Context: an optimization exercise on an open-source flow, tuned for small area. The choices shown serve that exercise and are no tape-out recipe.
The RTL was checked by simulation tests, not by an equivalence proof against the original design.
Power and IR drop assume default switching activity.

==> flow/design.v <==
module rf_aoi222 (
    input  logic s0, d0, s1, d1, s2, d2,
    output logic y
);
    assign y = ~((s0 & d0) | (s1 & d1) | (s2 & d2));
endmodule
module rf_nand4 (
    input  logic a, b, c, d,
    output logic y
);
    assign y = ~(a & b & c & d);
endmodule
module rf_nand3 (
    input  logic a, b, c,
    output logic y
);
    assign y = ~(a & b & c);
endmodule
module rf_or3 (
    input  logic a, b, c,
    output logic y
);
    assign y = a | b | c;
endmodule
module rf_and3 (
    input  logic a, b, c,
    output logic y
);
    assign y = a & b & c;
endmodule
module rf_nor2 (
    input  logic a, b,
    output logic y
);
    assign y = ~(a | b);
endmodule
module rf_ao2111 (
    input  logic s, d, a, b, c,
    output logic y
);
    assign y = (s & d) | a | b | c;
endmodule
module rf_rdbit #(
    parameter int unsigned FWD = 1
) (
    input  logic [30:0] sel,
    input  logic [30:0] d,
    input  logic        xs,
    input  logic        xd,
    output logic        y
);
    localparam int unsigned NG = 10;
    logic [NG:0] g_n;
    logic [2:0]  h;
    for (genvar g = 0; g < NG; g++) begin : g_grp
        rf_aoi222 u_aoi (
            .s0(sel[3*g]),   .d0(d[3*g]),
            .s1(sel[3*g+1]), .d1(d[3*g+1]),
            .s2(sel[3*g+2]), .d2(d[3*g+2]),
            .y (g_n[g])
        );
    end
    assign g_n[NG] = ~(sel[30] & d[30]);
    rf_nand4  u_h0 (.a(g_n[0]), .b(g_n[1]), .c(g_n[2]), .d(g_n[3]), .y(h[0]));
    rf_nand4  u_h1 (.a(g_n[4]), .b(g_n[5]), .c(g_n[6]), .d(g_n[7]), .y(h[1]));
    rf_nand3  u_h2 (.a(g_n[8]), .b(g_n[9]), .c(g_n[10]), .y(h[2]));
    if (FWD != 0) begin : g_fwd
        rf_ao2111 u_y (.s(xs), .d(xd), .a(h[0]), .b(h[1]), .c(h[2]), .y(y));
    end else begin : g_nofwd
        rf_or3    u_y (.a(h[0]), .b(h[1]), .c(h[2]), .y(y));
    end
endmodule
module regfile_2r1w #(
    parameter int unsigned DATA_W = 32,
    parameter int unsigned ADDR_W = 5,
    parameter int unsigned BYPASS = 1,
    parameter int unsigned CNT_W  = 16
) (
    input  logic              clk,
    input  logic              rst_n,
    input  logic              we,
    input  logic [ADDR_W-1:0] wa,
    input  logic [DATA_W-1:0] wd,
    input  logic [ADDR_W-1:0] ra1,
    input  logic [ADDR_W-1:0] ra2,
    output logic [DATA_W-1:0] rd1,
    output logic [DATA_W-1:0] rd2,
    input  logic [ADDR_W-1:0] dbg_addr,
    output logic [DATA_W-1:0] dbg_data,
    output logic [CNT_W-1:0]  wr_count
);
    localparam int unsigned DEPTH = 2 ** ADDR_W;
    localparam int unsigned NREG  = DEPTH - 1;
    logic [DATA_W-1:0] data_q [DEPTH];
    logic [DEPTH-1:0]  vld_q;
    logic [DEPTH-1:0]  wsel;
    logic [CNT_W-1:0]  cnt_q;
    logic              wr_accept;
    logic              fwd1, fwd2;
    assign wr_accept = we && (wa != '0);
    logic [3:0] whi_n;
    logic [7:0] wlo_n;
    always_comb begin
        for (int k = 0; k < 4; k++) begin
            whi_n[k] = !(wa[4:3] == k);
        end
        for (int j = 0; j < 8; j++) begin
            wlo_n[j] = !(we && (wa[2:0] == j));
        end
    end
    assign wsel[0] = 1'b0;
    for (genvar i = 1; i < DEPTH; i++) begin : g_wsel
        rf_nor2 u_wsel (.a(whi_n[i/8]), .b(wlo_n[i%8]), .y(wsel[i]));
    end
    always_ff @(posedge clk) begin
        for (int i = 1; i < DEPTH; i++) begin
            if (wsel[i]) begin
                data_q[i] <= wd;
            end
        end
    end
    always_ff @(posedge clk or negedge rst_n) begin
        if (!rst_n) begin
            vld_q <= '0;
        end else begin
            vld_q <= (vld_q | wsel) & {{(DEPTH-1){1'b1}}, 1'b0};
        end
    end
    always_ff @(posedge clk or negedge rst_n) begin
        if (!rst_n) begin
            cnt_q <= '0;
        end else if (wr_accept && (cnt_q != {CNT_W{1'b1}})) begin
            cnt_q <= cnt_q + {{(CNT_W-1){1'b0}}, 1'b1};
        end
    end
    assign fwd1 = (BYPASS != 0) && rst_n && wr_accept && (wa == ra1);
    assign fwd2 = (BYPASS != 0) && rst_n && wr_accept && (wa == ra2);
    logic [NREG-1:0] sel1, sel2, seld;
    logic [3:0]      hi1, hi2, hid;
    logic [7:0]      lo1, lo2, lod;
    always_comb begin
        for (int k = 0; k < 4; k++) begin
            hi1[k] = (ra1[4:3] == k);
            hi2[k] = (ra2[4:3] == k);
            hid[k] = (dbg_addr[4:3] == k);
        end
        for (int j = 0; j < 8; j++) begin
            lo1[j] = !fwd1 && (ra1[2:0] == j);
            lo2[j] = !fwd2 && (ra2[2:0] == j);
            lod[j] = (dbg_addr[2:0] == j);
        end
    end
    for (genvar i = 1; i < DEPTH; i++) begin : g_sel
        rf_and3 u_sel1 (.a(hi1[i/8]), .b(lo1[i%8]), .c(vld_q[i]), .y(sel1[i-1]));
        rf_and3 u_sel2 (.a(hi2[i/8]), .b(lo2[i%8]), .c(vld_q[i]), .y(sel2[i-1]));
        rf_and3 u_seld (.a(hid[i/8]), .b(lod[i%8]), .c(vld_q[i]), .y(seld[i-1]));
    end
    for (genvar b = 0; b < DATA_W; b++) begin : g_bit
        logic [NREG-1:0] dreg;
        for (genvar i = 1; i < DEPTH; i++) begin : g_ent
            assign dreg[i-1] = data_q[i][b];
        end
        rf_rdbit u_rd1 (.sel(sel1), .d(dreg), .xs(fwd1), .xd(wd[b]), .y(rd1[b]));
        rf_rdbit u_rd2 (.sel(sel2), .d(dreg), .xs(fwd2), .xd(wd[b]), .y(rd2[b]));
        rf_rdbit #(.FWD(0)) u_dbg (.sel(seld), .d(dreg), .xs(1'b0), .xd(1'b0), .y(dbg_data[b]));
    end
    assign wr_count = cnt_q;
endmodule
==> flow/flow/run.sh <==
#!/bin/bash
# The standard layout (standard.sh), with two changes to how the layout is made:
#  - the input and output port buffers are sky130_fd_sc_hd__buf_1 cells;
#  - the clock tree uses clkbuf_8 cells in clusters of up to 18 sinks, without dummy loads.
# make's full output goes to standard.log here; each ORFS step logs under orfs/logs/.
set -euo pipefail
cd "$(dirname "$0")/.."
bash standard.sh \
  "BUFFER_PORTS_ARGS=-buffer_cell sky130_fd_sc_hd__buf_1" \
  "CTS_ARGS=-sink_clustering_enable -repair_clock_nets -sink_clustering_size 18 -sink_clustering_max_diameter 60 -buf_list sky130_fd_sc_hd__clkbuf_8 -dont_use_dummy_load" \
  finish > standard.log 2>&1
==> flow/standard.sh <==
#!/bin/bash
# synth_recipe.tcl (not shown) runs the flow's synth.tcl, then flattens the netlist and writes it again
# the make line also repeats each setting of config.mk as NAME=value (left out here)
make -C /OpenROAD-flow-scripts/flow DESIGN_CONFIG=/design/flow/config.mk WORK_HOME=/design/flow/orfs CLKGATE_MAP_FILE= SYNTH_SCRIPT=/design/flow/synth_recipe.tcl "${@:-finish}"
==> flow/config.mk <==
export PLATFORM = sky130hd
export DESIGN_NAME = regfile_2r1w
export DESIGN_NICKNAME = regfile_2r1w
export VERILOG_FILES = /design/flow/design.v
export SDC_FILE = /design/flow/constraint.sdc
export NUM_CORES = 4
export LEC_CHECK = 0
export CAP_MARGIN = 20
export CELL_PAD_IN_SITES_DETAIL_PLACEMENT = 1
export CELL_PAD_IN_SITES_GLOBAL_PLACEMENT = 1
export CORE_MARGIN = 2
export CORE_UTILIZATION = 40
export PLACE_DENSITY = 0.6
export SLEW_MARGIN = 20
export SYNTH_HIERARCHICAL = 1
export SYNTH_MINIMUM_KEEP_SIZE = 0
==> flow/constraint.sdc <==
create_clock -name core_clock -period 9.0 [get_ports {clk}]
set_input_delay 1.8000 -clock core_clock [delete_from_list [all_inputs] [get_ports {clk}]]
set_output_delay 1.8000 -clock core_clock [all_outputs]
set_load 0.01 [all_outputs]
==> impl_metrics.py, run 1 <==
metrics = {
    "timing": {
        "layout_setup_ws_ns": 0.990,
        "skew_ns": 0.0132,
        "period_share_pct": 89.0,
        "slew_headroom_pct": 10.9,
        "setup_viol": 0,
        "fin_crit_ns": 8.01,
        "rsz0062_at_grt": "no",
        "final.setup.tns_ns": 0,
        "tightest_slew_ns": 1.34,
        "maxClockFrequency_mhz": 125,
        "hold_violations": 0,
        "maxSlewViolCount": 0,
    },
    "routing": {
        "maxUsedRoutingLayer": "met5",
        "vias": 41267,
        "dr_wl_met2_um": 101000,
        "viasPerCell": 8.72,
        "dr.pass1.iters": 13,
        "drc": 0,
        "wirelength_um": 242000,
        "drtIter0Drc": 12029,
        "avgRoutedWirePerCell_um": 51.1,
        "dr_wl_met3_um": 39900,
        "ant_nets": 0,
        "wl_met1_um": 83200,
    },
    "critical_path": {
        "worst-setup-path-type": "in2out",
        "start_kind": "primary input",
        "crit_path_max_incr_delay_ns": 0.61,
        "crit_buf_inv": 3,
        "crit_fanout": 21,
        "worstPathRequired_ns": 7.20,
        "critPathSlowestCell": "o31ai_1",
        "critPathTopFamily": "compound AO/OA/AOI/OAI gates",
        "endpoint_kind": "output pin",
        "cp.arrival_ns": 6.21,
        "crit_chain": "clkbuf_2 -> nand3_1 -> o31ai_1 -> nor2_1 -> and3_2 -> buf_4 -> a222oi_1 -> nand4_1 -> a2111o_1 -> buf_1",
    },
    "yosys": {
        "synth_area_per_cell_um2": 16.3,
        "ys_warn_count": 8,
        "synthesis.nets": 2839,
        "synthCells": 2783,
        "netlist_area_um2": 45400,
    },
    "layout": {
        "area_delta_synth_final_pct": 12.2,
        "fill_cells": 11084,
        "final_nets": 3277,
        "drive_gt1_share_pct": 14.0,
        "final_cells": 4730,
    },
    "placement": {
        "dp_hpwl_um": 148000,
        "dp_slack_ns": 1.15,
        "port_buffers": 166,
        "placed_cells": 4619,
        "gp_congestion": 0.969,
    },
    "global_route": {
        "grt_max_degree": 34,
        "track_usage_pct": 40.2,
        "grt_pass1_wl_um": 326000,
        "grt-ovfl-total": 0,
        "antenna_found_initial": 23,
        "grt_pass1_vias": 40070,
    },
    "clocking": {
        "insertion_delay_ns": 0.80,
        "post_cts_buffers": 0,
        "clkSinkCount": 1039,
        "cts_resized": 0,
        "cts_tree": "done",
        "cts_buffer_depth": 3,
        "cts_root_buf": "clkbuf_8",
        "holdBufCountCts": 0,
        "htreeDepth": 3,
        "cts_made_buffers": 100,
        "path_clk_slew_ns": 0.05,
    },
    "die": {
        "die_w_um": 341,
        "ios": 167,
        "core_um2": 113000,
        "die_h_um": 341,
        "die_area_um2": 116000,
        "rows": 123,
        "start_util_pct": 40.3,
    },
    "pwr": {
        "p_per_area_nw_per_um2": 178,
        "peakVddDrop_uv": 147,
        "leakage_nw": 16.0,
    },
    "min_path": {
        "holdCritPathClass": "reg2reg",
    },
    "run_status": {
        "status": "no timing/DRC/antenna violations",
    },
    "flow_run": {
        "drv_cap": 0,
    },
}
[cell usage in the layout (no fill, tap or decap), drive strengths merged, types with 33 or more instances in the layout]
cell    count
a2111o     64
a222oi    960
and3       96
buf       342
clkbuf    101
dfrtp      47
edfxtp    992
nand2     109
nand3     110
nand4     194
nor2       51
or2        33
[per-stage QoR]
stage	hold slack, ns	cell area [um^2]	total power [W]	utilization [%]
floorplan	0.461	45400	0.00596	-
finish	0.510	51000	0.00907	45.3
global route	0.517	51000	0.00925	45.2
global placement	0.485	49600	0.00651	44.0
CTS	0.507	51000	0.00902	45.2
detailed placement	0.490	49600	0.00653	44.0
[per-layer routing]
metal | vias to the layer above | track usage [%]
li1 | 14981 | -
met1 | 20683 | 52.0
met2 | 4481 | 58.2
met3 | 1100 | 13.8
met4 | 22 | 24.2
met5 | - | 0
[state kept, by name, summed over array words and instances, names as in the netlist]
signal,cells
cnt_q,16
vld_q,31
data_q,992
[path summary, 6_finish.rpt]
kind / slack, ns / endpoint / startpoint / cells after the start
max in group asynchronous: 7.05 / vld_q[17] / rst_n / 2
worst max-delay path: 0.99 / rd2[10] / rst_n / 10
worst max register to register: 7.00 / cnt_q[1] / cnt_q[1] / 5
min in group asynchronous: 1.01 / vld_q[31] / rst_n / 1
worst min register to register: 0.51 / vld_q[6] / vld_q[6] / 1
worst min-delay path: 0.51 / vld_q[6] / vld_q[6] / 1
[where the power goes]
part | switching [W] | total (W) | internal, W
combinational | 0.000716 | 0.000986 | 0.000270
sequential | 0.000102 | 0.00550 | 0.00539
clock | 0.00161 | 0.00259 | 0.000983
total | 0.00243 | 0.00907 | 0.00665
[cell type report]
class	instances	area, um^2	area share, %
diodes	11	27.5	0.0540
inverters	2	7.51	0.0147
well taps	1500	1880	3.68
multi-input cells	1735	14800	29.0
flip-flops and latches	1039	31000	60.7
repair buffers	343	1950	3.83
clock buffers	100	1380	2.70
[worst reg2reg max path, delay by kind of cell (launching register included)]
kind	cells	cell delay, ns
mux	1	0.32
compound gates	1	0.30
simple gates	2	0.59
flops	1	0.44
fa+ha+maj	1	0.24
==> run 2: changes to the inputs <==
--- a/flow/config.mk
+++ b/flow/config.mk
@@ -10,6 +10,6 @@
 export CELL_PAD_IN_SITES_GLOBAL_PLACEMENT = 1
 export CORE_MARGIN = 2
-export CORE_UTILIZATION = 40
-export PLACE_DENSITY = 0.6
+export CORE_UTILIZATION = 50
+export PLACE_DENSITY = 0.75
 export SLEW_MARGIN = 20
 export SYNTH_HIERARCHICAL = 1
==> impl_metrics.py, run 2 <==
metrics = {
    "die": {
        "die_w_um": 305,
        "start_util_pct": 50.5,
        "core_um2": 90000,
        "die_area_um2": 93300,
        "rows": 110,
        "ios": 167,
        "die_h_um": 305,
    },
    "yosys": {
        "synthCells": 2783,
        "ys_warn_count": 8,
        "netlist_area_um2": 45400,
        "synth_area_per_cell_um2": 16.3,
        "synthesis.nets": 2839,
    },
    "clocking": {
        "cts_resized": 0,
        "clkSinkCount": 1039,
        "cts_made_buffers": 85,
        "cts_root_buf": "clkbuf_8",
        "holdBufCountCts": 0,
        "path_clk_slew_ns": 0.08,
        "cts_buffer_depth": 3,
        "insertion_delay_ns": 0.77,
        "post_cts_buffers": 0,
        "cts_tree": "done",
        "htreeDepth": 3,
    },
    "timing": {
        "fin_crit_ns": 8.02,
        "maxSlewViolCount": 0,
        "tightest_slew_ns": 1.31,
        "maxClockFrequency_mhz": 125,
        "rsz0062_at_grt": "no",
        "setup_viol": 0,
        "final.setup.tns_ns": 0,
        "hold_violations": 0,
        "skew_ns": 0.0529,
        "slew_headroom_pct": 12.8,
        "period_share_pct": 89.1,
    },
    "critical_path": {
        "r2r_slack_ns": 6.97,
        "crit_chain": "buf_1 -> or4_4 -> o21ai_4 -> o31ai_1 -> nor3_1 -> and3_2 -> a222oi_1 -> nand4_1 -> a2111o_1 -> buf_1",
        "worst-setup-path-type": "in2out",
        "cp.arrival_ns": 6.22,
        "startpoint": "wa[4]",
        "crit_fanout": 32,
        "reg2reg_to": "cnt_q[14]",
        "endpoint_kind": "output pin",
        "rr_worst_depth": 5,
        "crit_path_max_incr_delay_ns": 1.10,
        "critPathSlowestCell": "and3_2",
        "path_common_cell": "buf_1",
        "start_kind": "primary input",
        "worstPathRequired_ns": 7.20,
        "cp-endpoint": "rd1[22]",
        "r2r_start": "cnt_q[0]",
    },
    "flow_run": {
        "drv_cap": 0,
    },
    "layout": {
        "reg.largest.list": "data_q: 992 flops, vld_q: 31 flops, cnt_q: 16 flops",
        "multi_input_comb_area_um2": 14700,
        "top_register": "data_q",
        "layout_commonest_cell": "edfxtp_1",
        "fill_cells": 8521,
        "drive_gt1_share_pct": 10.8,
        "final_cell_mix": "edfxtp_1 (992), a222oi_1 (960), nand4_1 (194), buf_1 (165), buf_4 (149)",
        "postLayoutCellArea_um2": 50100,
        "regArea_um2": 31000,
        "largest_register_ffs": 992,
        "area_delta_synth_final_pct": 10.3,
        "final_nets": 3237,
    },
    "min_path": {
        "holdCritPathClass": "reg2reg",
    },
    "routing": {
        "dr.pass1.iters": 22,
        "vias": 40816,
        "ant_nets": 0,
        "drc": 0,
        "viasPerCell": 9.36,
        "avgRoutedWirePerCell_um": 49.3,
        "drtIter0Drc": 12641,
        "wirelength_um": 215000,
    },
    "global_route": {
        "antenna_found_initial": 18,
        "grt-ovfl-total": 0,
        "track_usage_pct": 44.6,
        "grt_pass1_vias": 39480,
        "grt_max_degree": 35,
        "grt_pass1_wl_um": 296000,
    },
    "pwr": {
        "leakage_nw": 15.8,
        "peakVddDrop_uv": 122,
        "p_per_area_nw_per_um2": 176,
    },
    "run_status": {
        "status": "no timing/DRC/antenna violations",
    },
    "placement": {
        "placed_area_um2": 48900,
        "port_buffers": 166,
        "gp_congestion": 1.02,
        "dp_hpwl_um": 123000,
    },
}
run 2: changes by cell type in the layout (fill, tap and decap cells not counted), sizes merged:
| cell | delta |
|---|---|
| diode | -6 |
| buf | -25 |
| clkbuf | -15 |
run 2: cell type report:
type,instances,area share (%)
sequential,1039,61.8
tap,1176,2.93
multi-input combinational,1735,29.3
antenna,5,0.0250
timing repair buffer,318,3.60
clock buffer,85,2.33
inverter,2,0.0150
run 2: metal layers:
layer	global-route usage (%)	up-vias	wire, um
li1	-	14902	-
met1	57.6	20009	69500
met2	63.9	4794	88600
met3	20.5	1089	42800
met4	20.8	22	14100
met5	0	-	139
run 2: how the worst min path moves through the flow:
stage                 to  depth (start not counted)  slack (ns)  startpoint
2_1_floorplan  vld_q[10]                          1        0.46   vld_q[10]
3_3_place_gp   vld_q[28]                          1        0.48   vld_q[28]
3_5_place_dp   vld_q[24]                          1        0.49   vld_q[24]
4_1_cts        vld_q[27]                          1        0.51   vld_q[27]
5_1_grt        vld_q[27]                          1        0.54   vld_q[27]
6_report       vld_q[27]                          1        0.52   vld_q[27]
run 2: metrics by stage:
stage | setup slack (ns) | power, W | hold WS, ns | cells | utilization (%)
6_report | 0.983 | 0.00883 | 0.519 | 4360 | 55.7
5_1_grt | 1.01 | 0.00898 | 0.540 | 4356 | 55.7
4_1_cts | 1.25 | 0.00875 | 0.512 | 4355 | 55.7
3_5_place_dp | 1.26 | 0.00648 | 0.491 | 4270 | 54.4
3_3_place_gp | 1.35 | 0.00645 | 0.479 | 4270 | 54.4
2_1_floorplan | 2.75 | 0.00596 | 0.461 | 2783 | -
run 2: critical path: cells and delay by family:
kind            cells  cell delay [ns]
compound gates      4             1.05
buf+inv             2             0.35
simple gates        4             2.91
run 2: where the power goes:
part           internal, W  leakage (nW)  switching (W)  total, W
clock             0.000844         0.611        0.00154   0.00238
combinational     0.000267          5.64       0.000692  0.000960
sequential         0.00539          9.50      0.0000938   0.00549
total              0.00650          15.8        0.00233   0.00883
==> run 3: changes to the inputs <==
==> flow/flow/run.sh (replaced) <==
#!/bin/bash
# The standard layout (standard.sh), with two changes to how the layout is made:
#  - the input and output port buffers are sky130_fd_sc_hd__buf_1 cells;
#  - the clock tree uses clkbuf_8 cells in clusters of up to 14 sinks, without dummy loads.
# make's full output goes to standard.log here; each ORFS step logs under orfs/logs/.
set -euo pipefail
cd "$(dirname "$0")/.."
bash standard.sh \
  "BUFFER_PORTS_ARGS=-buffer_cell sky130_fd_sc_hd__buf_1" \
  "CTS_ARGS=-sink_clustering_enable -repair_clock_nets -sink_clustering_size 14 -sink_clustering_max_diameter 60 -buf_list sky130_fd_sc_hd__clkbuf_8 -dont_use_dummy_load" \
  finish > standard.log 2>&1
==> impl_metrics.py, run 3 <==
metrics = {
    "routing": {
        "avgRoutedWirePerCell_um": 49.0,
        "drtIter0Drc": 12913,
        "ant_nets": 0,
        "wirelength_um": 214000,
        "drc": 0,
        "vias": 40538,
        "dr.pass1.iters": 15,
        "viasPerCell": 9.26,
    },
    "critical_path": {
        "start_kind": "primary input",
        "crit_chain": "buf_1 -> or4_4 -> o21ai_4 -> o31ai_1 -> nor3_1 -> and3_2 -> a222oi_1 -> nand4_1 -> a2111o_1 -> buf_1",
        "r2r_slack_ns": 6.96,
        "path_common_cell": "buf_1",
        "crit_path_max_incr_delay_ns": 1.09,
        "endpoint_kind": "output pin",
        "worst-setup-path-type": "in2out",
        "r2r_start": "cnt_q[0]",
        "startpoint": "wa[4]",
        "crit_fanout": 32,
        "cp.arrival_ns": 6.24,
        "crit_buf_inv": 2,
        "critPathSlowestCell": "and3_2",
        "worstPathRequired_ns": 7.20,
        "critPathTopFamily": "simple AND/OR/NAND/NOR gates",
    },
    "pwr": {
        "power.switching_w": 0.00235,
        "leakage_nw": 15.8,
        "seq_power_share_pct": 61.3,
        "combPwrFrac_pct": 10.7,
        "p_per_area_nw_per_um2": 178,
        "p_int_w": 0.00660,
        "switching_share_pct": 26.2,
        "pwr-share-clk_pct": 28.0,
        "peakVddDrop_uv": 124,
    },
    "run_status": {
        "status": "no timing/DRC/antenna violations",
    },
    "timing": {
        "rsz0062_at_grt": "no",
        "final.setup.tns_ns": 0,
        "period_share_pct": 89.4,
        "holdWs_ns": 0.517,
        "slew_headroom_pct": 11.5,
        "tightest_slew_ns": 1.33,
        "hold_violations": 0,
        "skew_ns": 0.0237,
        "setup_viol": 0,
        "fin_crit_ns": 8.04,
        "maxClockFrequency_mhz": 124,
        "maxSlewViolCount": 0,
    },
    "layout": {
        "final_nets": 3249,
        "final_cell_mix": "edfxtp_1 (992), a222oi_1 (960), nand4_1 (194), buf_1 (165), buf_4 (149)",
        "drive_gt1_share_pct": 11.1,
        "area_delta_synth_final_pct": 10.7,
        "postLayoutCellArea_um2": 50300,
        "top_register": "data_q",
        "fill_cells": 8495,
        "largest_register_ffs": 992,
        "reg.largest.list": "data_q: 992 flops, vld_q: 31 flops, cnt_q: 16 flops",
        "layout_commonest_cell": "edfxtp_1",
        "final_util_pct": 55.9,
    },
    "global_route": {
        "grt_pass1_vias": 39573,
        "grt_pass1_wl_um": 296000,
        "grt-ovfl-total": 0,
        "track_usage_pct": 44.5,
        "antenna_found_initial": 17,
        "grt_max_degree": 35,
    },
    "clocking": {
        "clkSinkCount": 1039,
        "insertion_delay_ns": 0.79,
        "path_clk_slew_ns": 0.07,
        "cts_buffer_depth": 3,
        "cts_made_buffers": 95,
        "cts_root_buf": "clkbuf_8",
        "holdBufCountCts": 0,
        "cts_tree": "done",
        "post_cts_buffers": 0,
        "cts_resized": 0,
        "htreeDepth": 3,
    },
    "die": {
        "die_w_um": 305,
        "core_um2": 90000,
        "die_h_um": 305,
        "rows": 110,
        "ios": 167,
        "start_util_pct": 50.5,
        "die_area_um2": 93300,
    },
    "placement": {
        "gp_congestion": 1.02,
        "dp_hpwl_um": 123000,
        "port_buffers": 166,
        "placed_area_um2": 48900,
    },
    "min_path": {
        "holdCritPathClass": "reg2reg",
        "worstHoldStart": "vld_q[30]",
    },
    "yosys": {
        "netlist_area_um2": 45400,
        "synthesis.nets": 2839,
        "synthCells": 2783,
        "ys_warn_count": 8,
        "synth_area_per_cell_um2": 16.3,
    },
    "flow_run": {
        "drv_cap": 0,
    },
}
[run 3: power groups by stage]
stage | clock network (W) | registers (W) | logic (W)
2_1_floorplan | 0 | 0.00557 | 0.000387
3_3_place_gp | 0 | 0.00558 | 0.000870
3_5_place_dp | 0 | 0.00559 | 0.000894
4_1_cts | 0.00249 | 0.00548 | 0.000896
5_1_grt | 0.00264 | 0.00550 | 0.000962
6_report | 0.00250 | 0.00549 | 0.000957
[run 3: per-layer routing]
| layer | global-route usage, % | part of all wire [%] |
|---|---|---|
| met1 | 57.5 | 32 |
| met2 | 64.3 | 41 |
| met3 | 19.8 | 20 |
| met4 | 20.8 | 6.5 |
| met5 | 0 | 0.048 |
[run 3: path summary, 6_finish.rpt]
| kind | endpoint | cells after the start |
|---|---|---|
| max | rd1[24] | 10 |
| min | vld_q[30] | 1 |
| max reg2reg | cnt_q[14] | 5 |
| min reg2reg | vld_q[30] | 1 |
| max in group asynchronous | vld_q[6] | 2 |
| min in group asynchronous | vld_q[20] | 1 |
[run 3: final cells by class]
| class | count | area, um^2 | share of cell area (%) |
|---|---|---|---|
| clock buffers | 95 | 1310 | 2.60 |
| well taps | 1176 | 1470 | 2.92 |
| inverters | 2 | 7.51 | 0.0149 |
| repair buffers | 320 | 1840 | 3.66 |
| flip-flops and latches | 1039 | 31000 | 61.5 |
| diodes | 9 | 22.5 | 0.0448 |
| multi-input cells | 1735 | 14700 | 29.2 |
[run 3: through the flow]
step	total power, W	setup WS (ns)	cells
2_1_floorplan	0.00596	2.75	2783
3_3_place_gp	0.00645	1.35	4270
3_5_place_dp	0.00648	1.26	4270
4_1_cts	0.00887	1.26	4365
5_1_grt	0.00910	1.03	4370
6_report	0.00895	0.958	4376

what the ideal ports hide:
In the flow no input, the clock included, has a driving cell. The finished layouts below were timed again as built, in two steps.
Step 1 assumes that a clkbuf_16 drives the clock port and a buf_2 every other input.
Step 2 times the ports against the registers' clock, not the clock port: input delays grow and output delays shrink by t, the midpoint of the rising clock arrivals with the driver on.
Slacks: ideal / step 1 / step 2; pairs: ideal / step 1.
run | t (ns) | slack for setup (ns) | worst hold slack (ns) | worst slew at a driven data input, ns
run 1 | 0.861 | 0.990 / 0.969 / 0.969 | 0.510 / 0.510 / 0.510 | 0.04
run 2 | 0.816 | 0.983 / 0.957 / 0.957 | 0.519 / 0.519 / 0.519 | 0.04
run 3 | 0.829 | 0.958 / 0.932 / 0.932 | 0.517 / 0.517 / 0.517 | 0.05
After both steps setup and hold are still met in every run listed.
